Background: an optimization exercise with open tools, aiming at small area, a short achievable clock period and few clock cycles per item. Do not read the settings as production practice.
The RTL was checked by simulation tests, not by an equivalence proof against the original design.
Power and IR drop assume default switching activity.

## flow/design.v (module list and top-level ports; edited modules follow where they fit)
// module operand_join: 80 lines
// module join_ready: 9 lines
// module int_alu: 35 lines
// module mul_pipe: 1577 lines
// module result_buffer: 98 lines
// module dfu_top: 89 lines
module dfu_top (
	input  logic        clk,
	input  logic        rst,
	input  logic        a_valid,
	input  logic [4:0]  a_op,
	input  logic [31:0] a_data,
	output logic        a_ready,
	input  logic        b_valid,
	input  logic [31:0] b_data,
	output logic        b_ready,
	output logic        res_valid,
	output logic [31:0] res_data,
	input  logic        res_ready
);
  // ...
==> flow/flow/run.sh <==
#!/bin/bash
# The standard layout, with two changes to how it is made:
# - the full and half adder cells are kept out of synthesis, so the
#   reduction tree is mapped to plain gates, which are faster;
# - every port still gets its own buffer, but a plain buf_1 (resized
#   later by the repair steps as timing needs) instead of the larger
#   clock-delay buffer the port buffering picks by default.
set -euo pipefail
cat >> config.mk <<'EOC'
export DONT_USE_CELLS = sky130_fd_sc_hd__fa_1 sky130_fd_sc_hd__fa_2 sky130_fd_sc_hd__fa_4 sky130_fd_sc_hd__ha_1 sky130_fd_sc_hd__ha_2 sky130_fd_sc_hd__ha_4
export BUFFER_PORTS_ARGS = -buffer_cell sky130_fd_sc_hd__buf_1
EOC
bash standard.sh finish > standard.log 2>&1
==> flow/standard.sh <==
#!/bin/bash
# synth_recipe.tcl (not shown) runs the flow's synth.tcl, then flattens the netlist and writes it again
# the make line also repeats each setting of config.mk as NAME=value (left out here)
make -C /OpenROAD-flow-scripts/flow DESIGN_CONFIG=/design/flow/config.mk WORK_HOME=/design/flow/orfs CLKGATE_MAP_FILE= SYNTH_SCRIPT=/design/flow/synth_recipe.tcl "${@:-finish}"
==> flow/config.mk <==
export PLATFORM = sky130hd
export DESIGN_NAME = dfu_top
export DESIGN_NICKNAME = dfu_top
export VERILOG_FILES = /design/flow/design.v
export SDC_FILE = /design/flow/constraint.sdc
export NUM_CORES = 4
export LEC_CHECK = 0
export CAP_MARGIN = 20
export CORE_MARGIN = 2
export CORE_UTILIZATION = 40
export SETUP_SLACK_MARGIN = 5.0
export SLEW_MARGIN = 20
export SYNTH_HIERARCHICAL = 1
export TNS_END_PERCENT = 0
export DONT_USE_CELLS = sky130_fd_sc_hd__fa_1 sky130_fd_sc_hd__fa_2 sky130_fd_sc_hd__fa_4 sky130_fd_sc_hd__ha_1 sky130_fd_sc_hd__ha_2 sky130_fd_sc_hd__ha_4
export BUFFER_PORTS_ARGS = -buffer_cell sky130_fd_sc_hd__buf_1
==> flow/constraint.sdc <==
create_clock -name core_clock -period 9.0 [get_ports {clk}]
set_input_delay 1.8000 -clock core_clock [delete_from_list [all_inputs] [get_ports {clk}]]
set_output_delay 1.8000 -clock core_clock [all_outputs]
set_load 0.01 [all_outputs]
==> results.txt, run 1 <==
* Status: no timing/DRC/antenna violations
* Seq/total area at 0.207
* # setup viols final at 0
* FF-to-FF path depth at 13
* CP startpoint kind: input pin
* Most Crowded Layer GR: met2
* DRC Markers at 0
* Slowest CP cell: o211a_1
* FF-to-FF setup slack at 4990 ps
* Reg area at 5750 µm²
* RD Place Congestion at 0.899
* Cell variety after synth at 104
* Metal2 WL at 40300 µm
* Final Skew at 29.2 ps
* Fin area at 27800 µm²
* Bufs w/o clock at 279
* Asr flop ratio synth at 0.0156
* Die footprint at 65500 µm²
* Placed Instances at roughly 3.7k
* Post-synth top area cell: edfxtp_1
* Post-synth top cells: xnor2_1, a22oi_1, nand2_1
* WHS Path Cells at 0
* Most frequent cells in the layout: xnor2_1, a22oi_1, nand2_1
* Root Driver: clkbuf_16
* Sw Share at 0.488
* Clock buf/inv share at 0.0223
* Synth Register Bits at 192
* Worst skew pair latency at 480 ps
* Multi-input combinational area share at 0.650
* Final Slew Violations at 0
* Crit Path Max Fanout at 2
* Post-DP Area at 25700 µm²
* Launching point of the worst reg2reg path: join0.tok_two[5]
Testbench counts, summed over its fixed seeds: cycles 18,336, items 16,000.
==> module operand_join, before the edit <==
module operand_join (
	input  logic             clk,
	input  logic             rst,
	input  logic             a_valid,
	input  logic [4:0]       a_op,
	input  dfu_pkg::word_t   a_data,
	input  logic             b_valid,
	input  dfu_pkg::word_t   b_data,
	output logic             a_ready,
	output logic             b_ready,
	output logic             tok_valid,
	output dfu_pkg::alu_op_t tok_op,
	output dfu_pkg::word_t   tok_a,
	output logic [15:0]      tok_one,
	output logic [15:0]      tok_two,
	output logic [15:0]      tok_neg,
	output logic             tok_inv,
	input  logic             down_full,
	input  logic             res_ready
);
	logic load;
	logic take;
	logic not_full;
	logic           is_sh;
	logic           is_rsh;
	logic           inv;
	logic           big;
	dfu_pkg::word_t a_in;
	logic [15:0]    one_in;
	logic [15:0]    two_in;
	logic [15:0]    neg_in;
	assign not_full = ~(tok_valid & down_full);
	assign load = not_full | res_ready;
	join_ready rdy0 (
		.a_valid   (a_valid),
		.b_valid   (b_valid),
		.not_full  (not_full),
		.res_ready (res_ready),
		.take      (take)
	);
	assign a_ready = take;
	assign b_ready = take;
	assign is_rsh = (a_op == dfu_pkg::OP_LSHR) | (a_op == dfu_pkg::OP_ASHR);
	assign is_sh = is_rsh | (a_op == dfu_pkg::OP_SHL);
	assign inv = (a_op == dfu_pkg::OP_ASHR) & a_data[31];
	assign big = |b_data[31:5];
	always_comb begin
		for (int i = 0; i < 32; i++) begin
			a_in[i] = is_rsh ? (a_data[31-i] ^ inv) : a_data[i];
		end
		for (int j = 0; j < 16; j++) begin
			if (is_sh) begin
				one_in[j] = ~big & (b_data[4:0] == 5'(2*j));
				two_in[j] = ~big & (b_data[4:0] == 5'(2*j+1));
				neg_in[j] = 1'b0;
			end else begin
				one_in[j] = b_data[2*j] ^ ((j > 0) ? b_data[(2*j+31)%32] : 1'b0);
				two_in[j] = ~one_in[j] & (b_data[2*j+1] ^ b_data[2*j]);
				neg_in[j] = b_data[2*j+1];
			end
		end
	end
	always_ff @(posedge clk or posedge rst) begin
		if (rst) begin
			tok_valid <= 1'b0;
		end else if (load) begin
			tok_valid <= a_valid & b_valid;
		end
	end
	always_ff @(posedge clk) begin
		if (load) begin
			tok_op <= dfu_pkg::alu_op_t'(a_op);
			tok_a <= a_in;
			tok_one <= one_in;
			tok_two <= two_in;
			tok_neg <= neg_in;
			tok_inv <= inv;
		end
	end
endmodule
==> module join_ready, before the edit <==
module join_ready (
	input  logic a_valid,
	input  logic b_valid,
	input  logic not_full,
	input  logic res_ready,
	output logic take
);
	assign take = a_valid & b_valid & (not_full | res_ready);
endmodule
==> module int_alu, before the edit <==
module int_alu (
	input  dfu_pkg::alu_op_t tok_op,
	input  dfu_pkg::word_t   tok_a,
	input  logic [15:0]      tok_one,
	input  logic [15:0]      tok_neg,
	output dfu_pkg::word_t   alu_s,
	output dfu_pkg::word_t   alu_c,
	output logic             alu_ci
);
	dfu_pkg::word_t b;
	logic           is_add;
	logic           is_sub;
	logic           is_cmp;
	dfu_pkg::word_t res;
	always_comb begin
		for (int j = 0; j < 16; j++) begin
			b[2*j+1] = tok_neg[j];
			b[2*j] = tok_one[j] ^ ((j > 0) ? tok_neg[(j+15)%16] : 1'b0);
		end
	end
	assign is_add = (tok_op == dfu_pkg::OP_ADD);
	assign is_sub = (tok_op == dfu_pkg::OP_SUB);
	assign is_cmp = (tok_op >= dfu_pkg::OP_EQ) & (tok_op <= dfu_pkg::OP_SLE);
	always_comb begin
		case (tok_op)
			dfu_pkg::OP_AND: res = tok_a & b;
			dfu_pkg::OP_OR:  res = tok_a | b;
			dfu_pkg::OP_XOR: res = tok_a ^ b;
			default:         res = '0;
		endcase
	end
	assign alu_s = (is_add | is_sub | is_cmp) ? tok_a : res;
	assign alu_c = is_add ? b : ((is_sub | is_cmp) ? ~b : '0);
	assign alu_ci = is_sub | is_cmp;
endmodule
==> module dfu_top, before the edit <==
module dfu_top (
	input  logic        clk,
	input  logic        rst,
	input  logic        a_valid,
	input  logic [4:0]  a_op,
	input  logic [31:0] a_data,
	output logic        a_ready,
	input  logic        b_valid,
	input  logic [31:0] b_data,
	output logic        b_ready,
	output logic        res_valid,
	output logic [31:0] res_data,
	input  logic        res_ready
);
	logic             tok_valid;
	dfu_pkg::alu_op_t tok_op;
	dfu_pkg::word_t   tok_a;
	logic [15:0]      tok_one;
	logic [15:0]      tok_two;
	logic [15:0]      tok_neg;
	logic             tok_inv;
	logic             tok_ready;
	logic             down_full;
	dfu_pkg::word_t   alu_s;
	dfu_pkg::word_t   alu_c;
	logic             alu_ci;
	dfu_pkg::word_t   mul_s;
	dfu_pkg::word_t   mul_c;
	logic             use_mul;
	logic             use_rsh;
	dfu_pkg::word_t   in_s;
	dfu_pkg::word_t   in_c;
	operand_join join0 (
		.clk       (clk),
		.rst       (rst),
		.a_valid   (a_valid),
		.a_op      (a_op),
		.a_data    (a_data),
		.b_valid   (b_valid),
		.b_data    (b_data),
		.a_ready   (a_ready),
		.b_ready   (b_ready),
		.tok_valid (tok_valid),
		.tok_op    (tok_op),
		.tok_a     (tok_a),
		.tok_one   (tok_one),
		.tok_two   (tok_two),
		.tok_neg   (tok_neg),
		.tok_inv   (tok_inv),
		.down_full (down_full),
		.res_ready (res_ready)
	);
	int_alu alu0 (
		.tok_op  (tok_op),
		.tok_a   (tok_a),
		.tok_one (tok_one),
		.tok_neg (tok_neg),
		.alu_s   (alu_s),
		.alu_c   (alu_c),
		.alu_ci  (alu_ci)
	);
	mul_pipe mul0 (
		.x     (tok_a),
		.b_one (tok_one),
		.b_two (tok_two),
		.b_neg (tok_neg),
		.s     (mul_s),
		.c     (mul_c)
	);
	assign use_mul = (tok_op == dfu_pkg::OP_MUL) | (tok_op == dfu_pkg::OP_SHL);
	assign use_rsh = (tok_op == dfu_pkg::OP_LSHR) | (tok_op == dfu_pkg::OP_ASHR);
	assign in_s = (use_mul | use_rsh) ? mul_s : alu_s;
	assign in_c = (use_mul | use_rsh) ? mul_c : alu_c;
	result_buffer rbuf0 (
		.clk       (clk),
		.rst       (rst),
		.in_valid  (tok_valid),
		.in_s      (in_s),
		.in_c      (in_c),
		.in_ci     (alu_ci),
		.in_op     (tok_op),
		.in_inv    (tok_inv),
		.in_ready  (tok_ready),
		.down_full (down_full),
		.res_valid (res_valid),
		.res_data  (res_data),
		.res_ready (res_ready)
	);
endmodule
==> run 2: changes to the inputs <==
--- a/flow/design.v
+++ b/flow/design.v
@@ -41,32 +41,30 @@
 	output logic [15:0]      tok_two,
 	output logic [15:0]      tok_neg,
 	output logic             tok_inv,
 	input  logic             down_full,
 	input  logic             res_ready
 );
 	logic load;
 	logic take;
-	logic not_full;
 	logic           is_sh;
 	logic           is_rsh;
 	logic           inv;
 	logic           big;
 	dfu_pkg::word_t a_in;
 	logic [15:0]    one_in;
 	logic [15:0]    two_in;
 	logic [15:0]    neg_in;
-	assign not_full = ~(tok_valid & down_full);
-	assign load = not_full | res_ready;
 	join_ready rdy0 (
 		.a_valid   (a_valid),
 		.b_valid   (b_valid),
-		.not_full  (not_full),
+		.all_full  (tok_valid & down_full),
 		.res_ready (res_ready),
+		.load      (load),
 		.take      (take)
 	);
 	assign a_ready = take;
 	assign b_ready = take;
 	assign is_rsh = (a_op == dfu_pkg::OP_LSHR) | (a_op == dfu_pkg::OP_ASHR);
 	assign is_sh = is_rsh | (a_op == dfu_pkg::OP_SHL);
 	assign inv = (a_op == dfu_pkg::OP_ASHR) & a_data[31];
 	assign big = |b_data[31:5];
@@ -102,65 +100,53 @@
 			tok_neg <= neg_in;
 			tok_inv <= inv;
 		end
 	end
 endmodule
 module join_ready (
 	input  logic a_valid,
 	input  logic b_valid,
-	input  logic not_full,
+	input  logic all_full,
 	input  logic res_ready,
+	output logic load,
 	output logic take
 );
-	assign take = a_valid & b_valid & (not_full | res_ready);
+	assign load = ~all_full | res_ready;
+	assign take = a_valid & b_valid & (~all_full | res_ready);
 endmodule
 module int_alu (
-	input  dfu_pkg::alu_op_t tok_op,
-	input  dfu_pkg::word_t   tok_a,
-	input  logic [15:0]      tok_one,
-	input  logic [15:0]      tok_neg,
-	output dfu_pkg::word_t   alu_s,
-	output dfu_pkg::word_t   alu_c,
-	output logic             alu_ci
+	input  logic [15:0]    tok_one,
+	input  logic [15:0]    tok_neg,
+	output dfu_pkg::word_t b
 );
-	dfu_pkg::word_t b;
-	logic           is_add;
-	logic           is_sub;
-	logic           is_cmp;
-	dfu_pkg::word_t res;
 	always_comb begin
 		for (int j = 0; j < 16; j++) begin
 			b[2*j+1] = tok_neg[j];
 			b[2*j] = tok_one[j] ^ ((j > 0) ? tok_neg[(j+15)%16] : 1'b0);
 		end
 	end
-	assign is_add = (tok_op == dfu_pkg::OP_ADD);
-	assign is_sub = (tok_op == dfu_pkg::OP_SUB);
-	assign is_cmp = (tok_op >= dfu_pkg::OP_EQ) & (tok_op <= dfu_pkg::OP_SLE);
-	always_comb begin
-		case (tok_op)
-			dfu_pkg::OP_AND: res = tok_a & b;
-			dfu_pkg::OP_OR:  res = tok_a | b;
-			dfu_pkg::OP_XOR: res = tok_a ^ b;
-			default:         res = '0;
-		endcase
-	end
-	assign alu_s = (is_add | is_sub | is_cmp) ? tok_a : res;
-	assign alu_c = is_add ? b : ((is_sub | is_cmp) ? ~b : '0);
-	assign alu_ci = is_sub | is_cmp;
 endmodule
 module mul_pipe (
-	input  logic [31:0] x,
-	input  logic [15:0] b_one,
-	input  logic [15:0] b_two,
-	input  logic [15:0] b_neg,
-	output logic [31:0] s,
-	output logic [31:0] c
+	input  dfu_pkg::alu_op_t op,
+	input  logic [31:0]      x,
+	input  logic [15:0]      b_one,
+	input  logic [15:0]      b_two,
+	input  logic [15:0]      b_neg,
+	input  logic [31:0]      b,
+	output logic [31:0]      in_s,
+	output logic [31:0]      in_c,
+	output logic             in_ci
 );
+	logic [31:0] s;
+	logic [31:0] c;
+	logic        sel_m;
+	logic        sel_x;
+	logic        is_add;
+	logic        is_sub;
 	logic pp_0_0;
 	logic pp_0_1;
 	logic pp_0_2;
 	logic pp_0_3;
 	logic pp_0_4;
 	logic pp_0_5;
 	logic pp_0_6;
 	logic pp_0_7;
@@ -1719,16 +1705,40 @@
 	assign c[24] = c232;
 	assign c[25] = c233;
 	assign c[26] = c234;
 	assign c[27] = c235;
 	assign c[28] = c236;
 	assign c[29] = c237;
 	assign c[30] = c238;
 	assign c[31] = c239;
+	assign sel_m = (op == dfu_pkg::OP_MUL) | (op == dfu_pkg::OP_SHL) |
+		(op == dfu_pkg::OP_LSHR) | (op == dfu_pkg::OP_ASHR);
+	assign is_add = (op == dfu_pkg::OP_ADD);
+	assign is_sub = (op == dfu_pkg::OP_SUB) |
+		((op >= dfu_pkg::OP_EQ) & (op <= dfu_pkg::OP_SLE));
+	assign sel_x = is_add | is_sub;
+	always_comb begin
+		if (sel_m) begin
+			in_s = s;
+			in_c = c;
+		end else if (sel_x) begin
+			in_s = x;
+			in_c = is_sub ? ~b : b;
+		end else begin
+			in_c = '0;
+			case (op)
+				dfu_pkg::OP_AND: in_s = x & b;
+				dfu_pkg::OP_OR:  in_s = x | b;
+				dfu_pkg::OP_XOR: in_s = x ^ b;
+				default:         in_s = '0;
+			endcase
+		end
+	end
+	assign in_ci = is_sub;
 endmodule
 module result_buffer (
 	input  logic           clk,
 	input  logic           rst,
 	input  logic           in_valid,
 	input  dfu_pkg::word_t in_s,
 	input  dfu_pkg::word_t in_c,
 	input  logic           in_ci,
@@ -1841,25 +1851,20 @@
 	dfu_pkg::alu_op_t tok_op;
 	dfu_pkg::word_t   tok_a;
 	logic [15:0]      tok_one;
 	logic [15:0]      tok_two;
 	logic [15:0]      tok_neg;
 	logic             tok_inv;
 	logic             tok_ready;
 	logic             down_full;
-	dfu_pkg::word_t   alu_s;
-	dfu_pkg::word_t   alu_c;
-	logic             alu_ci;
-	dfu_pkg::word_t   mul_s;
-	dfu_pkg::word_t   mul_c;
-	logic             use_mul;
-	logic             use_rsh;
+	dfu_pkg::word_t   b;
 	dfu_pkg::word_t   in_s;
 	dfu_pkg::word_t   in_c;
+	logic             in_ci;
 	operand_join join0 (
 		.clk       (clk),
 		.rst       (rst),
 		.a_valid   (a_valid),
 		.a_op      (a_op),
 		.a_data    (a_data),
 		.b_valid   (b_valid),
 		.b_data    (b_data),
@@ -1871,43 +1876,38 @@
 		.tok_one   (tok_one),
 		.tok_two   (tok_two),
 		.tok_neg   (tok_neg),
 		.tok_inv   (tok_inv),
 		.down_full (down_full),
 		.res_ready (res_ready)
 	);
 	int_alu alu0 (
-		.tok_op  (tok_op),
-		.tok_a   (tok_a),
 		.tok_one (tok_one),
 		.tok_neg (tok_neg),
-		.alu_s   (alu_s),
-		.alu_c   (alu_c),
-		.alu_ci  (alu_ci)
+		.b       (b)
 	);
 	mul_pipe mul0 (
+		.op    (tok_op),
 		.x     (tok_a),
 		.b_one (tok_one),
 		.b_two (tok_two),
 		.b_neg (tok_neg),
-		.s     (mul_s),
-		.c     (mul_c)
+		.b     (b),
+		.in_s  (in_s),
+		.in_c  (in_c),
+		.in_ci (in_ci)
 	);
-	assign use_mul = (tok_op == dfu_pkg::OP_MUL) | (tok_op == dfu_pkg::OP_SHL);
-	assign use_rsh = (tok_op == dfu_pkg::OP_LSHR) | (tok_op == dfu_pkg::OP_ASHR);
-	assign in_s = (use_mul | use_rsh) ? mul_s : alu_s;
-	assign in_c = (use_mul | use_rsh) ? mul_c : alu_c;
 	result_buffer rbuf0 (
 		.clk       (clk),
 		.rst       (rst),
 		.in_valid  (tok_valid),
 		.in_s      (in_s),
 		.in_c      (in_c),
-		.in_ci     (alu_ci),
+		.in_ci     (in_ci),
 		.in_op     (tok_op),
 		.in_inv    (tok_inv),
 		.in_ready  (tok_ready),
 		.down_full (down_full),
 		.res_valid (res_valid),
 		.res_data  (res_data),
 		.res_ready (res_ready)
 	);
==> run 2 against run 1 <==
  * Largest power group unchanged
  * Sequential cell count is the same
  * Highest routed layer is now met4
  * Critical path depth grew 1
  * Sequential power shrank 2%
  * Still clean
  * Combinational power shrank 6.2%
  * Global-route usage shrank 0.89 points
  * Critical endpoint unchanged
  * Count of clock-buffer cells in the layout shrank 2
  * Design area shrank 3.6%
==> results.txt, run 2 <==
* Fin area at 26800 µm² (was 27800 µm²)
* Critical path type: in2out (unchanged)
* Yosys Warn Count at 10 (was 9)
* DR pass1 iterations at 7 (was 13)
* CTS tree: yes (unchanged)
* First-pass GRT wire length at 124000 µm (was 131000 µm)
* RSZ-0062 raised after global routing: yes (unchanged)
* Final Skew at 18.6 ps (was 29.2 ps)
* Most common cell in the netlist: xnor2_1 (unchanged)
* DRC Markers at 0 (unchanged)
* Worst vdd ir at 0.000388 V (was 0.000309 V)
* Switching power at 5240 µW (was 5760 µW)
* CTS Buffer Depth at 2 (unchanged)
* Vias in the first global route at 21.2k (was 21.9k)
* Initial antenna violation count at 0 (was 1)
* IO buf count at 108 (unchanged)
* Final wirelength at 82100 µm (was 88800 µm)
* Metal-1 WL at 32700 µm (was 35700 µm)
* Synth area leaders: edfxtp_1, xnor2_1, a22oi_1 (unchanged)
* Seq/Total Area, Yosys at 0.228 (was 0.227)
* Row count at 92 (unchanged)
* CP Capture Type: primary output (unchanged)
* Area grow syn2layout at 6.14% (was 9.52%)
* Met3 routed WL at 7920 µm (was 8650 µm)
* Io pins at 109 (unchanged)
* Top routing layer in use: met4 (was met5)
* Tot GR Track Use at 0.249 (was 0.258)
* Remaining antenna violation count at 0 (unchanged)
* Layout cell share with drive strength beyond 1 at 0.0982 (was 0.117)
* Via density at 6.00 (was 5.99)
* Root Driver: clkbuf_16 (unchanged)
* Ys flop type: edfxtp_1 (unchanged)
* Post-layout min period at 4120 ps (was 4040 ps)
* Die footprint at 65100 µm² (was 65500 µm²)
* Final Slew Violations at 0 (unchanged)
* LEAKAGE at 0.00908 µW (was 0.00972 µW)
* Most frequent cells in the layout: xnor2_1, a22oi_1, nand2_1 (unchanged)
* Initial Utilization at 0.402 (was 0.404)
* Data arrival time of the worst path at 2320 ps (was 2240 ps)
* Clk sinks at 192 (unchanged)
* Crit Path Max Fanout at 2 (unchanged)
* Largest net degree at the start of global routing at 75 (was 73)
* Internal power at 5900 µW (was 6030 µW)
* Diode count at 0 (unchanged)
* Power after layout at 11100 µW (was 11800 µW)
* Crit share post-route at 0.458 (was 0.449)
* Post-synth top cells: xnor2_1, a22oi_1, nand2_1 (unchanged)
* Max frequency at 243 MHz (was 248 MHz)
* Worst EP required at 7200 ps (about the same)
* Via count at 22.0k (was 23.0k)
* Asr flop ratio synth at 0.0156 (unchanged)
* Hold Fails Final Rpt at 0 (unchanged)
* Cell variety after synth at 103 (was 104)
* Most common cell after layout, fill and taps aside: xnor2_1 (unchanged)
* Initial DRC Count at 2044 (was 2592)
* H-tree lvl count at 4 (unchanged)
* Worst-Margin Slew at 1070 ps (was 1090 ps)
* Post-synth top area cell: edfxtp_1 (unchanged)
* Max_cap viols at 0 (unchanged)
* Fin Setup TNS at 0 ps (unchanged)
* Post-synth EDFFs at 189 (unchanged)
* Post-DP Area at 25800 µm² (was 25700 µm²)
* Flop pwr share at 0.144 (was 0.139)
* Fin nets at 2881 (was 3063)
* Worst skew pair latency at 490 ps (was 480 ps)
* CP startpoint kind: input pin (unchanged)
* Worst slew margin at 0.289 (was 0.274)
* Core Area at 62700 µm² (was 62900 µm²)
* Path category of the worst min-delay check: reg2reg (unchanged)
* Cells after Synth at 2844 (was 2985)
* Synth Register Bits at 192 (unchanged)
* Metal2 WL at 37700 µm (was 40300 µm)
* Sum of net half-perimeters after detailed placement at 54200 µm (was 57200 µm)
* Final Hold Slack at 463 ps (was 453 ps)
* Status: no timing/DRC/antenna violations (unchanged)
* Avg Cell Area, Syn at 8.87 µm² (was 8.50 µm²)
* Sw Share at 0.471 (was 0.488)
* Post-Syn Nets at 2918 (was 3059)
* Number of CTS-inserted buffers at 17 (unchanged)
* Clock slew at reported path FFs at 80 ps (about the same)
* Grt ovf at 0 (unchanged)
* Comb power frac at 0.785 (was 0.792)
* Top cell type's share of synthesized area at 0.225 (was 0.224)
* RD Place Congestion at 0.936 (was 0.899)
* Pwr per Cell Area at 416 nW/µm² (was 424 nW/µm²)
* # setup viols final at 0 (unchanged)
* Clock Power Share at 0.071 (was 0.069)
* Die height at 255 µm (was 256 µm)
* Post-Syn Area at 25200 µm² (was 25400 µm²)
* DR WL/cell at 22.4 µm (was 23.1 µm)
* Chip width at 255 µm (was 256 µm)
run 2: changes by cell type after synthesis, sizes merged, moves of 10 or more:
| cell | previous run | this run |
|---|---|---|
| o211ai | 16 | 32 |
| nor4 | 12 | 22 |
| xor2 | 202 | 189 |
| nand2 | 231 | 191 |
| maj3 | 124 | 163 |
| a21oi | 153 | 125 |
| nor2 | 227 | 162 |
| mux2 | 66 | 0 |
| inv | 52 | 76 |
| clkbuf | 119 | 76 |
| xnor2 | 587 | 629 |
run 2: modules after synthesis, one instance, submodules excluded, excerpt:
module | cell area [µm²] | copies in the design
int_alu | 259 | 1
operand_join | 4350 | 1
join_ready | 20.0 | 1
result_buffer | 6840 | 1
mul_pipe | 13800 | 1
run 2: logic make-up after synthesis:
| family | synth area share |
|---|---|
| buf+inv | 0.0649 |
| simple gates | 0.104 |
| fa+ha+maj | 0.0668 |
| compound gates | 0.209 |
| xor+xnor | 0.325 |
| flops | 0.228 |
| mux | 0.00238 |
run 2: cell type report:
class                           count  area, µm²
Clock buffer                       17        425
Clock inverter                     15        171
Fill cell                        6146      35900
Inverter                           77        289
Multi-Input combinational cell   2324      17900
Sequential cell                   192       5750
Tap cell                          846       1060
Timing Repair Buffer              195       1200
run 2: per-layer routing:
layer,global-route usage,vias to the layer above
li1,-,10100
met1,0.312,10500
met2,0.407,1146
met3,0.0566,262
met4,0.118,0
met5,0,-
run 2: critical path, cell delays in order:
cell,delay (ps)
buf_6,90
nand2b_4,130
and3_4,180
buf_6,110
run 2: path summary, 6_finish.rpt:
path,from,end,slack (ps),cells past startpoint
min,join0.tok_inv,rbuf0.inv_q,460,0
min reg2reg,join0.tok_inv,rbuf0.inv_q,460,0
max in group asynchronous,rst,rbuf0.res_valid,7750,2
min in group asynchronous,rst,join0.tok_valid,1140,2
max,res_ready,a_ready,4880,4
max reg2reg,join0.tok_two[7],rbuf0.s_q[30],4900,10
run 2: power groups by stage:
stage          logic [µW]  registers, µW  clock network, µW
2_1_floorplan        7150           1480                  0
4_1_cts              8700           1610                807
5_1_grt              9420           1630                836
3_5_place_dp         8650           1640                  0
3_3_place_gp         8490           1630                  0
6_report             8750           1600                794
run 2: timing repair:
action / in CTS / in global routing
setup endpoints to repair: 8 / 29
gates resized for setup: 4 / 5
setup buffers: 4 / 27
hold endpoints to repair: 0 / 0
cloned: 0 / 0
hold buffers: 0 / 0
run 2: stage by stage:
stage               std cells  utilization  worst slack, ps
finish                   3666        0.427             4880
CTS                      3638        0.422             4890
global route             3666        0.427             4860
global placement         3602        0.411             4680
detailed placement       3602        0.411             4670
floorplan                2844            -             4280
Testbench counts of run 2, summed over its fixed seeds: cycles 18,336, items 16,000.
==> run 3: changes to the inputs <==
--- a/flow/config.mk
+++ b/flow/config.mk
@@ -9,5 +9,5 @@
 export CORE_MARGIN = 2
 export CORE_UTILIZATION = 40
-export SETUP_SLACK_MARGIN = 5.0
+export SETUP_SLACK_MARGIN = 4.8
 export SLEW_MARGIN = 20
 export SYNTH_HIERARCHICAL = 1
==> run 3 against run 2 <==
  * Utilization shrank 0.16 points
  * Highest routed layer unchanged
  * Total power is essentially flat
  * Die area is the same
  * Combinational power is essentially flat
  * Synthesized cell count is the same
  * Global-route usage is essentially flat
  * Worst setup slack lost 35 ps
  * Critical endpoint is now b_ready
  * Sequential cell count is the same
  * Design area shrank 0.37%
  * Register-to-register slack is essentially flat
==> results.txt, run 3 <==
* Status: no timing/DRC/antenna violations (unchanged)
* Clk sinks at 192 (unchanged)
* Crit share post-route at 0.462 (was 0.458)
* Initial Utilization at 0.402 (unchanged)
* RD Place Congestion at 0.936 (unchanged)
* Critical Path Max Stage Delay at 170 ps (was 180 ps)
* Io pins at 109 (unchanged)
* Cts repair resizes at 0 (was 4)
* Avg Cell Area, Syn at 8.87 µm² (unchanged)
* Post-synth top area cell: edfxtp_1 (unchanged)
* LEAKAGE at 0.00902 µW (was 0.00908 µW)
* Die height at 255 µm (unchanged)
* Most frequent cells in the layout: xnor2_1, a22oi_1, nand2_1 (unchanged)
* Asr flop ratio synth at 0.0156 (unchanged)
* # setup viols final at 0 (unchanged)
* Number of CTS-inserted buffers at 17 (unchanged)
* Power after layout at 11100 µW (about the same)
* R2R Path End: rbuf0.c_q[29] (was rbuf0.s_q[30])
* Cell variety after synth at 103 (unchanged)
* Die footprint at 65100 µm² (unchanged)
* Remaining antenna violation count at 0 (unchanged)
* Core Area at 62700 µm² (unchanged)
* Cells after Synth at 2844 (unchanged)
* DRC Markers at 0 (unchanged)
* Post-synthesis adder-cell area fraction at 0.0668 (unchanged)
* Post-synth top cells: xnor2_1, a22oi_1, nand2_1 (unchanged)
* Max_cap viols at 0 (unchanged)
* Post-synth EDFFs at 189 (unchanged)
* Hold path startpoint: join0.tok_inv (unchanged)
* Worst slew margin at 0.284 (was 0.289)
* Most common cell after layout, fill and taps aside: xnor2_1 (unchanged)
* Chip width at 255 µm (unchanged)
* Launching point of the worst reg2reg path: join0.tok_a[16] (was join0.tok_two[7])
* H-tree lvl count at 4 (unchanged)
* Final wirelength at 82200 µm (was 82100 µm)
* Seq/Total Area, Yosys at 0.228 (unchanged)
* Data arrival time of the worst path at 2360 ps (was 2320 ps)
* Via count at 21.9k (was 22.0k)
* Yosys Warn Count at 10 (unchanged)
* DR pass1 iterations at 8 (was 7)
* Pwr per Cell Area at 417 nW/µm² (was 416 nW/µm²)
* CP startpoint: res_ready (unchanged)
* Via density at 5.97 (was 6.00)
* Mux contribution to synthesized area at 0.00238 (unchanged)
* Post-layout min period at 4160 ps (was 4120 ps)
* Post-Syn Area at 25200 µm² (unchanged)
* FF-to-FF setup slack at 4890 ps (was 4900 ps)
* Clock slew at reported path FFs at 80 ps (about the same)
* Max frequency at 241 MHz (was 243 MHz)
* Root Driver: clkbuf_16 (unchanged)
* Area grow syn2layout at 5.75% (was 6.14%)
* Post-synthesis compound-gate area fraction at 0.209 (unchanged)
* Synth area leaders: edfxtp_1, xnor2_1, a22oi_1 (unchanged)
* IO buf count at 108 (unchanged)
* Final Skew at 16.6 ps (was 18.6 ps)
* Row count at 92 (unchanged)
* Hold Fails Final Rpt at 0 (unchanged)
* FF-to-FF path depth at 11 (was 10)
* Final Slew Violations at 0 (unchanged)
* Worst Setup EP: b_ready (was a_ready)
* Vias in the first global route at 21.2k (about the same)
* Worst EP required at 7200 ps (about the same)
* Top cell type's share of synthesized area at 0.225 (unchanged)
* Initial antenna violation count at 0 (unchanged)
* CTS Buffer Depth at 2 (unchanged)
* Worst-Margin Slew at 1070 ps (about the same)
* Diode count at 0 (unchanged)
* Sum of net half-perimeters after detailed placement at 54200 µm (unchanged)
* Fin nets at 2872 (was 2881)
* Layout cell share with drive strength beyond 1 at 0.0939 (was 0.0982)
* Crit Path Max Fanout at 3 (was 2)
* Post-DP Area at 25800 µm² (unchanged)
* Worst vdd ir at 0.000390 V (was 0.000388 V)
* Post-Synth XOR/XNOR Area at 0.325 (unchanged)
* CP startpoint kind: input pin (unchanged)
* Initial DRC Count at 2063 (was 2044)
* Critical path's most frequent cell: buf_1 (was buf_6)
* RSZ-0062 raised after global routing: yes (unchanged)
* Largest net degree at the start of global routing at 75 (unchanged)
* Worst skew pair latency at 490 ps (about the same)
* First-pass GRT wire length at 124000 µm (unchanged)
* CTS Hold Buffers Added at 0 (unchanged)
* Tot GR Track Use at 0.249 (about the same)
* Critical path type: in2out (unchanged)
* Largest family of logic cells by synthesized area: XOR/XNOR gates (unchanged)
* Fin Setup TNS at 0 ps (unchanged)
* Grt ovf at 0 (unchanged)
* Post-Syn Nets at 2918 (unchanged)
* CTS tree: yes (unchanged)
* Post-CTS Repair Setup Buffers at 1 (was 4)
* CP Capture Type: primary output (unchanged)
* Post-Synth Simple-Gate Area at 0.104 (unchanged)
* Path category of the worst min-delay check: reg2reg (unchanged)
* Synth Register Bits at 192 (unchanged)
* DR WL/cell at 22.5 µm (was 22.4 µm)
* Fin area at 26700 µm² (was 26800 µm²)
* Slowest CP cell: and3_4 (unchanged)
* Final Util at 0.425 (was 0.427)
* Ys flop type: edfxtp_1 (unchanged)
* Most common cell in the netlist: xnor2_1 (unchanged)
* Worst-path cell chain: buf_1 -> nand2b_4 -> and3_4 -> buf_1 (was buf_6 -> nand2b_4 -> and3_4 -> buf_6)
[run 3: cell types whose count changed in the layout (fill, tap and decap cells not counted), sizes merged]
| cell | change |
|---|---|
| buf | -9 |
[run 3: layout make-up]
cell class	count	area, µm²
repair buffers	186	1100
clock buffers	17	425
multi-input cells	2324	17900
clock inverters	15	171
flip-flops and latches	192	5750
well taps	846	1060
inverters	77	289
fillers	6150	36000
[run 3: worst min path at each step]
stage | cells after the start | endpoint | slack [ps]
6_report | 0 | rbuf0.inv_q | 460
5_1_grt | 0 | rbuf0.inv_q | 470
4_1_cts | 0 | rbuf0.inv_q | 470
3_5_place_dp | 0 | rbuf0.inv_q | 460
3_3_place_gp | 0 | rbuf0.inv_q | 460
2_1_floorplan | 0 | rbuf0.inv_q | 400
[run 3: worst max-delay path, delay by kind of cell]
| family | cells | cell delay (ps) |
|---|---|---|
| buf+inv | 2 | 250 |
| simple gates | 2 | 300 |
[run 3: through the flow]
step	instances	worst slack [ps]	hold slack, ps
floorplan	2844	4280	400
global placement	3602	4680	460
detailed placement	3602	4670	457
CTS	3635	4840	472
global route	3657	4790	469
finish	3657	4840	459
[run 3: kinds of logic (layout without fill, tap and decap cells)]
group	Yosys count	count (layout)
and+or+nand+nor	552	552
buffers and inverters	328	295
adders and majority gates	163	163
DFF	192	192
muxes	6	6
xor gates and xnor gates	853	853
AOI/OAI and AO/OA	750	750
[run 3: layer usage]
metal	up-vias	global-route usage	wire [µm]
met5	-	0	0
met4	0	0.120	3650
met3	250	0.0552	7890
met2	1120	0.406	37900
met1	10400	0.313	32800
li1	10000	-	-
[run 3: report_power, final]
| part | internal [µW] | leakage [µW] | switching [µW] |
|---|---|---|---|
| Clock | 417 | 0.000292 | 376 |
| Sequential | 1290 | 0.00211 | 315 |
| Combinational | 4190 | 0.00662 | 4550 |
[run 3: modules after synthesis (local to each module, per instance), excerpt]
module | flip-flops and latches | copies in the design | cells inside
mul_pipe | 0 | 1 | 1778
result_buffer | 105 | 1 | 653
operand_join | 87 | 1 | 379
int_alu | 0 | 1 | 32
join_ready | 0 | 1 | 2
==> run 4: changes to the inputs <==
--- a/flow/design.v
+++ b/flow/design.v
@@ -47,4 +47,5 @@
 	logic load;
 	logic take;
+	logic not_full;
 	logic           is_sh;
 	logic           is_rsh;
@@ -55,10 +56,11 @@
 	logic [15:0]    two_in;
 	logic [15:0]    neg_in;
+	assign not_full = ~(tok_valid & down_full);
+	assign load = not_full | res_ready;
 	join_ready rdy0 (
 		.a_valid   (a_valid),
 		.b_valid   (b_valid),
-		.all_full  (tok_valid & down_full),
+		.not_full  (not_full),
 		.res_ready (res_ready),
-		.load      (load),
 		.take      (take)
 	);
@@ -106,11 +108,9 @@
 	input  logic a_valid,
 	input  logic b_valid,
-	input  logic all_full,
+	input  logic not_full,
 	input  logic res_ready,
-	output logic load,
 	output logic take
 );
-	assign load = ~all_full | res_ready;
-	assign take = a_valid & b_valid & (~all_full | res_ready);
+	assign take = a_valid & b_valid & (not_full | res_ready);
 endmodule
 module int_alu (
--- a/flow/config.mk
+++ b/flow/config.mk
@@ -9,5 +9,5 @@
 export CORE_MARGIN = 2
 export CORE_UTILIZATION = 40
-export SETUP_SLACK_MARGIN = 4.8
+export SETUP_SLACK_MARGIN = 5.0
 export SLEW_MARGIN = 20
 export SYNTH_HIERARCHICAL = 1
==> run 4 against run 3 <==
  * Cell count increased by 0.66%
  * Design area increased by 1.2%
  * Clock skew increased by 7.6 ps
  * Worst setup slack improved by 120 ps
  * Total power increased by 3.3%
  * Critical path depth down 1
  * Die area barely moved
  * Combinational power up 4.2%
  * First-iteration DRC count grew 12%
  * Critical endpoint is now a_ready
==> results.txt, run 4 <==
* Worst-path cell chain: buf_8 -> o211a_1 -> buf_2 (was buf_1 -> nand2b_4 -> and3_4 -> buf_1)
* Tot GR Track Use at 0.252 (was 0.249)
* Pwr per Cell Area at 426 nW/µm² (was 417 nW/µm²)
* Top cell type's share of synthesized area at 0.225 (about the same)
* CP startpoint kind: input pin (unchanged)
* Final Slew Violations at 0 (unchanged)
* Flop pwr share at 0.140 (was 0.144)
* Final wirelength at 83800 µm (was 82200 µm)
* Post-layout min period at 4040 ps (was 4160 ps)
* First-pass GRT wire length at 126000 µm (was 124000 µm)
* DRC Markers at 0 (unchanged)
* Most frequent cells in the layout: xnor2_1, a22oi_1, nand2_1 (unchanged)
* Sum of net half-perimeters after detailed placement at 56300 µm (was 54200 µm)
* Die footprint at 65100 µm² (about the same)
* Chip width at 255 µm (about the same)
* Max_cap viols at 0 (unchanged)
* FF-to-FF setup slack at 5090 ps (was 4890 ps)
* Synth area leaders: edfxtp_1, xnor2_1, a22oi_1 (unchanged)
* Most common cell after layout, fill and taps aside: xnor2_1 (unchanged)
* Fin area at 27000 µm² (was 26700 µm²)
* Root Driver: clkbuf_16 (unchanged)
* # setup viols final at 0 (unchanged)
* Initial DRC Count at 2312 (was 2063)
* Final Util at 0.431 (was 0.425)
* Crit share post-route at 0.449 (was 0.462)
* Max frequency at 248 MHz (was 241 MHz)
* Fill cells at 6058 (was 6150)
* Fin cells at 3681 (was 3657)
* Core Area at 62700 µm² (unchanged)
* Placed Instances at 3601 (was 3602)
* Avg Cell Area, Syn at 8.87 µm² (about the same)
* Io pins at 109 (unchanged)
* Seq/Total Area, Yosys at 0.228 (about the same)
* Cells after Synth at 2843 (was 2844)
* Row count at 92 (unchanged)
* Post-DP Area at 25800 µm² (about the same)
* Cell variety after synth at 102 (was 103)
* Critical path type: in2out (unchanged)
* Place WS at 4600 ps (was 4670 ps)
* Die height at 255 µm (about the same)
* CTS Hold Buffers Added at 0 (unchanged)
* LEAKAGE at 0.00919 µW (was 0.00902 µW)
* Post-synth EDFFs at 189 (unchanged)
* H-tree lvl count at 4 (unchanged)
* IO buf count at 108 (unchanged)
* Clock slew at reported path FFs at 90 ps (was 80 ps)
* Ys flop type: edfxtp_1 (unchanged)
* Area grow syn2layout at 7.10% (was 5.75%)
* RSZ-0062 raised after global routing: yes (unchanged)
* Post-synth top area cell: edfxtp_1 (unchanged)
* Hold Fails Final Rpt at 0 (unchanged)
* Asr flop ratio synth at 0.0156 (unchanged)
* Largest net degree at the start of global routing at 82 (was 75)
* Clk sinks at 192 (unchanged)
* Diode count at 0 (unchanged)
* Vias in the first global route at 21.1k (was 21.2k)
* Worst slew margin at 0.273 (was 0.284)
* Final Skew at 24.2 ps (was 16.6 ps)
* Switching power at 5490 µW (was 5240 µW)
* RD Place Congestion at 0.909 (was 0.936)
* Data arrival time of the worst path at 2240 ps (was 2360 ps)
* CP Capture Type: primary output (unchanged)
* Initial Utilization at 0.402 (about the same)
* Worst skew pair latency at 490 ps (about the same)
* Path category of the worst min-delay check: reg2reg (unchanged)
* Remaining antenna violation count at 0 (unchanged)
* Sw Share at 0.477 (was 0.471)
* Slowest CP cell: o211a_1 (was and3_4)
* Post-Syn Area at 25200 µm² (about the same)
* Via density at 6.00 (was 5.97)
* DR WL/cell at 22.8 µm (was 22.5 µm)
* CTS Buffer Depth at 2 (unchanged)
* Yosys Warn Count at 10 (unchanged)
* Post-synth top cells: xnor2_1, a22oi_1, nand2_1 (unchanged)
* Worst EP required at 7200 ps (about the same)
* Fin nets at 2896 (was 2872)
* Via count at 22.1k (was 21.9k)
* Post-Syn Nets at 2917 (was 2918)
* Layout cell share with drive strength beyond 1 at 0.105 (was 0.0939)
* CTS tree: yes (unchanged)
* Most common cell in the netlist: xnor2_1 (unchanged)
* Crit Path Max Fanout at 3 (unchanged)
* Synth Register Bits at 192 (unchanged)
* Worst vdd ir at 0.000313 V (was 0.000390 V)
* Status: no timing/DRC/antenna violations (unchanged)
* Grt ovf at 0 (unchanged)
* Fin Setup TNS at 0 ps (unchanged)
* Setup ws final at 4960 ps (was 4840 ps)
* Internal power at 6020 µW (was 5900 µW)
* Clock Power Share at 0.068 (was 0.071)
* Comb power frac at 0.792 (was 0.785)
* Critical Path Max Stage Delay at 200 ps (was 170 ps)
* Worst-Margin Slew at 1090 ps (was 1070 ps)
* Number of CTS-inserted buffers at 17 (unchanged)
* DR pass1 iterations at 6 (was 8)
* Initial antenna violation count at 0 (unchanged)
-- run 4: critical path, delay by kind of cell --
family                 cells  cell delay, ps
AOI/OAI and AO/OA          1             200
buffers and inverters      2             240
-- run 4: final cells by class --
type,count,area (µm²),share of cell area
inverters,76,285,0.0106
clock inverters,15,168,0.00621
multi-input cells,2324,17900,0.663
clock buffers,17,425,0.0157
well taps,846,1060,0.0392
repair buffers,211,1410,0.0521
flip-flops and latches,192,5750,0.213
-- run 4: worst paths after layout --
| kind | endpoint | cells past startpoint | startpoint |
|---|---|---|---|
| max in group asynchronous | rbuf0.sc_valid | 2 | rst |
| setup / recovery | a_ready | 3 | res_ready |
| min in group asynchronous | join0.tok_valid | 2 | rst |
| hold reg to reg | rbuf0.inv_q | 0 | join0.tok_inv |
| hold / removal | rbuf0.inv_q | 0 | join0.tok_inv |
| setup reg to reg | rbuf0.res_data[0] | 11 | rbuf0.c_q[2] |
-- run 4: metrics by stage --
stage | hold slack (ps) | total power, µW
2_1_floorplan | 400 | 8870
3_3_place_gp | 440 | 10400
3_5_place_dp | 443 | 10600
4_1_cts | 450 | 11400
5_1_grt | 472 | 12200
6_report | 447 | 11500
-- run 4: what timing repair did --
| action | in CTS | in global routing |
|---|---|---|
| resized for setup | 0 | 18 |
| setup buffers | 3 | 44 |
| setup endpoints to repair | 22 | 31 |
| pin swaps | 0 | 1 |
-- run 4: cell families after synthesis --
family                   after synthesis  share of synthesized area
adder cells (fa/ha/maj)              163                     0.0668
flip-flops                           192                      0.228
XOR/XNOR                             853                      0.325
AND/OR/NAND/NOR                      552                      0.104
buffers and inverters                327                     0.0648
AO/OA/AOI/OAI                        750                      0.210
multiplexers                           6                    0.00238
-- run 4: power by group through the flow --
stage	Sequential (µW)	Clock [µW]	Combinational [µW]
final	1620	784	9110
after global routing	1650	828	9770
after CTS	1640	798	8980
after detailed placement	1670	0	8920
after global placement	1660	0	8780
after floorplan	1490	0	7380
-- run 4: metal layers --
| metal | vias up | track usage | share of wire |
|---|---|---|---|
| met5 | - | 0 | 0 |
| met4 | 0 | 0.108 | 0.038 |
| met3 | 239 | 0.0467 | 0.092 |
| met2 | 1171 | 0.417 | 0.46 |
| met1 | 10600 | 0.323 | 0.41 |
| li1 | 10100 | - | - |
-- run 4: per-module statistics from Yosys, one instance, submodules excluded, excerpt --
| module | cell area [µm²] | cells inside |
|---|---|---|
| mul_pipe | 13800 | 1778 |
| int_alu | 259 | 32 |
| join_ready | 10.0 | 1 |
| operand_join | 4340 | 379 |
| result_buffer | 6840 | 653 |
Testbench counts of run 4, summed over its fixed seeds: cycles 18,336, items 16,000.
==> run 5: changes to the inputs <==
--- a/flow/config.mk
+++ b/flow/config.mk
@@ -9,4 +9,5 @@
 export CORE_MARGIN = 2
 export CORE_UTILIZATION = 40
+export CTS_BUF_LIST = sky130_fd_sc_hd__clkbuf_8
 export SETUP_SLACK_MARGIN = 5.0
 export SLEW_MARGIN = 20
==> run 5 against run 4 <==
  * Die area is the same
  * Utilization fell by 0.31 points
  * Design area decreased by 0.71%
  * Worst setup slack unchanged
  * Non-clock buffer count unchanged
  * Count of clock-buffer cells in the layout is the same
  * Total power fell by 1.8%
  * Area after synthesis is the same
  * Clock power fell by 24%
  * Synthesized cell count unchanged
  * Global-route usage shrank 0.061 points
  * Critical endpoint unchanged
==> results.txt, run 5 <==
* Status: no timing/DRC/antenna violations (unchanged)
* CTS tree: yes (unchanged)
* Yosys Warn Count at 10 (unchanged)
* Fin nets at 2896 (unchanged)
* Root Driver: clkbuf_8 (was clkbuf_16)
* DR pass1 iterations at 6 (unchanged)
* Largest net degree at the start of global routing at 82 (unchanged)
* Area grow syn2layout at 6.34% (was 7.10%)
* Remaining antenna violation count at 0 (unchanged)
* Via density at 5.97 (was 6.00)
* Worst vdd ir at 0.000306 V (was 0.000313 V)
* IO buf count at 108 (unchanged)
* Clock Power Share at 0.053 (was 0.068)
* Post-synthesis adder-cell area fraction at 0.0668 (unchanged)
* Clk sinks at 192 (unchanged)
* LEAKAGE at 0.00910 µW (was 0.00919 µW)
* Grt ovf at 0 (unchanged)
* Flop pwr share at 0.143 (was 0.140)
* Critical path type: in2out (unchanged)
* Most frequent cells in the layout: xnor2_1, a22oi_1, nand2_1 (unchanged)
* Mux contribution to synthesized area at 0.00238 (unchanged)
* Number of CTS-inserted buffers at 17 (unchanged)
* Switching power at 5450 µW (was 5490 µW)
* Post-synthesis compound-gate area fraction at 0.210 (unchanged)
* RD Place Congestion at 0.909 (unchanged)
* DR WL/cell at 22.7 µm (was 22.8 µm)
* Comb power frac at 0.805 (was 0.792)
* Vias in the first global route at 21.1k (about the same)
* Ys flop type: edfxtp_1 (unchanged)
* First-pass GRT wire length at 126000 µm (about the same)
* Max_cap viols at 0 (unchanged)
* # setup viols final at 0 (unchanged)
* Asr flop ratio synth at 0.0156 (unchanged)
* Post-Syn Area at 25200 µm² (unchanged)
* Core Area at 62700 µm² (unchanged)
* Io pins at 109 (unchanged)
* Multi-input combinational cell area at 17900 µm² (unchanged)
* Die footprint at 65100 µm² (unchanged)
* Initial antenna violation count at 0 (unchanged)
* Seq/Total Area, Yosys at 0.228 (unchanged)
* Post-Syn Nets at 2917 (unchanged)
* Initial Utilization at 0.402 (unchanged)
* CP startpoint kind: input pin (unchanged)
* Layout cell share with drive strength beyond 1 at 0.105 (unchanged)
* Critical Path Max Stage Delay at 200 ps (about the same)
* Data arrival time of the worst path at 2240 ps (about the same)
* Final Util at 0.428 (was 0.431)
* H-tree lvl count at 4 (unchanged)
* Most common cell in the netlist: xnor2_1 (unchanged)
* CTS Hold Buffers Added at 0 (unchanged)
* Max frequency at 248 MHz (unchanged)
* Worst slew margin at 0.277 (was 0.273)
* Crit Path Max Fanout at 3 (unchanged)
* Top cell type's share of synthesized area at 0.225 (unchanged)
* Post-synth top area cell: edfxtp_1 (unchanged)
* Die height at 255 µm (unchanged)
* Setup ws final at 4960 ps (unchanged)
* Post-synth top cells: xnor2_1, a22oi_1, nand2_1 (unchanged)
* Worst-path cell chain: buf_8 -> o211a_1 -> buf_2 (unchanged)
* Crit share post-route at 0.449 (unchanged)
* Worst skew pair latency at 550 ps (was 490 ps)
* Clock slew at reported path FFs at 120 ps (was 90 ps)
* Pwr per Cell Area at 422 nW/µm² (was 426 nW/µm²)
* Final Skew at 23.8 ps (was 24.2 ps)
* Via count at 22.0k (was 22.1k)
* Reg area at 5750 µm² (unchanged)
* CTS Buffer Depth at 2 (unchanged)
* Worst-Margin Slew at 1080 ps (was 1090 ps)
* DRC Markers at 0 (unchanged)
* Most common cell after layout, fill and taps aside: xnor2_1 (unchanged)
* Worst EP required at 7200 ps (about the same)
* CP Capture Type: primary output (unchanged)
* Chip width at 255 µm (unchanged)
* Post-Synth XOR/XNOR Area at 0.325 (unchanged)
* Largest family of logic cells by synthesized area: XOR/XNOR gates (unchanged)
* Post-Synth Simple-Gate Area at 0.104 (unchanged)
* Place WS at 4600 ps (unchanged)
* Path category of the worst min-delay check: reg2reg (unchanged)
* Synth Register Bits at 192 (unchanged)
* Hold Fails Final Rpt at 0 (unchanged)
* Initial DRC Count at 2253 (was 2312)
* Sum of net half-perimeters after detailed placement at 56300 µm (unchanged)
* Fin Setup TNS at 0 ps (unchanged)
* Fill cells at 6078 (was 6058)
* Cells after Synth at 2843 (unchanged)
* Cell variety after synth at 102 (unchanged)
* Sw Share at 0.482 (was 0.477)
* Internal power at 5860 µW (was 6020 µW)
* Synth area leaders: edfxtp_1, xnor2_1, a22oi_1 (unchanged)
* Post-synth EDFFs at 189 (unchanged)
* Power after layout at 11300 µW (was 11500 µW)
* Row count at 92 (unchanged)
* Final wirelength at 83600 µm (was 83800 µm)
* RSZ-0062 raised after global routing: yes (unchanged)
* Tot GR Track Use at 0.252 (about the same)
* Final Slew Violations at 0 (unchanged)
* Post-layout min period at 4040 ps (unchanged)
* Diode count at 0 (unchanged)
* Avg Cell Area, Syn at 8.87 µm² (unchanged)
* Slowest CP cell: o211a_1 (unchanged)
-- run 5: cells by family after synthesis --
logic type                 Yosys count
AOI/OAI and AO/OA                  750
xor gates and xnor gates           853
adders and majority gates          163
buffers and inverters              327
DFF                                192
muxes                                6
and+or+nand+nor                    552
-- run 5: worst paths after layout --
kind	cells past startpoint	slack (ps)	startpoint	end
max	3	4960	res_ready	a_ready
min	0	450	join0.tok_inv	rbuf0.inv_q
max reg2reg	11	5120	join0.tok_one[10]	rbuf0.s_q[31]
min reg2reg	0	450	join0.tok_inv	rbuf0.inv_q
max in group asynchronous	2	7830	rst	rbuf0.res_valid
min in group asynchronous	2	1050	rst	join0.tok_valid
-- run 5: cell type report --
| class | instances | area share |
|---|---|---|
| multi-input cells | 2324 | 0.668 |
| flip-flops and latches | 192 | 0.214 |
| repair buffers | 211 | 0.0525 |
| well taps | 846 | 0.0395 |
| inverters | 76 | 0.0106 |
| clock buffers | 17 | 0.00872 |
| clock inverters | 15 | 0.00625 |
-- run 5: repair_timing --
action,in CTS,in global routing
setup buffers,3,44
setup endpoints to repair,22,31
gates resized for setup,0,18
pin swaps,0,1
-- run 5: per-module statistics from Yosys (local to each module, per instance), excerpt --
module	flip-flops and latches	cells
join_ready	0	1
int_alu	0	32
operand_join	87	379
result_buffer	105	653
mul_pipe	0	1778
-- run 5: power by group through the flow --
| stage | logic [µW] | clock network [µW] | registers (µW) |
|---|---|---|---|
| finish | 9100 | 594 | 1610 |
| global placement | 8780 | 0 | 1660 |
| global route | 9780 | 640 | 1640 |
| detailed placement | 8920 | 0 | 1670 |
| floorplan | 7380 | 0 | 1490 |
| CTS | 8980 | 613 | 1640 |
-- run 5: routing by layer --
layer  GRT usage  vias up  share of wire
li1            -    10100              -
met1       0.322    10500           0.41
met2       0.418     1130           0.46
met3      0.0457      263          0.090
met4       0.103        0          0.038
met5           0        -              0
-- run 5: metrics by stage --
step | cell area (µm²) | instances | hold WS (ps)
6_report | 26800 | 3681 | 448
5_1_grt | 26800 | 3681 | 474
4_1_cts | 26200 | 3636 | 448
3_5_place_dp | 25800 | 3601 | 443
3_3_place_gp | 25800 | 3601 | 440
2_1_floorplan | 25200 | 2843 | 400
-- run 5: worst max-delay path: cells and delay by family --
family	cells	cell delay [ps]
AO/OA/AOI/OAI	1	200
buffers and inverters	2	240

afterwards: timing with drivers on the ports:
In the flow no input, the clock included, has a driving cell. The finished layouts below were timed again as built, in two steps.
Step 1 assumes that a clkbuf_16 drives the clock port and a buf_2 every other input.
Step 2 also shifts input and output timing later by t, the mid clock arrival at the registers, as if the neighbouring blocks saw the same clock.
a / b / c = ideal / step 1 / step 2; a / b = the first two.
| run | t, ns | setup WS [ns] | pins driven straight from the clock port |
|---|---|---|---|
| run 1 | 0.528 | 4.962 / 4.915 / 4.800 | 1 |
| run 2 | 0.544 | 4.877 / 4.844 / 4.844 | 1 |
| run 3 | 0.542 | 4.842 / 4.816 / 4.816 | 1 |
| run 4 | 0.542 | 4.960 / 4.918 / 4.614 | 1 |
| run 5 | 0.597 | 4.960 / 4.918 / 4.585 | 1 |
After both steps every run listed still meets setup and hold. For run 5, which loses most, drivers alone change the setup slack by -0.042 ns; drivers and shift together by -0.375 ns.
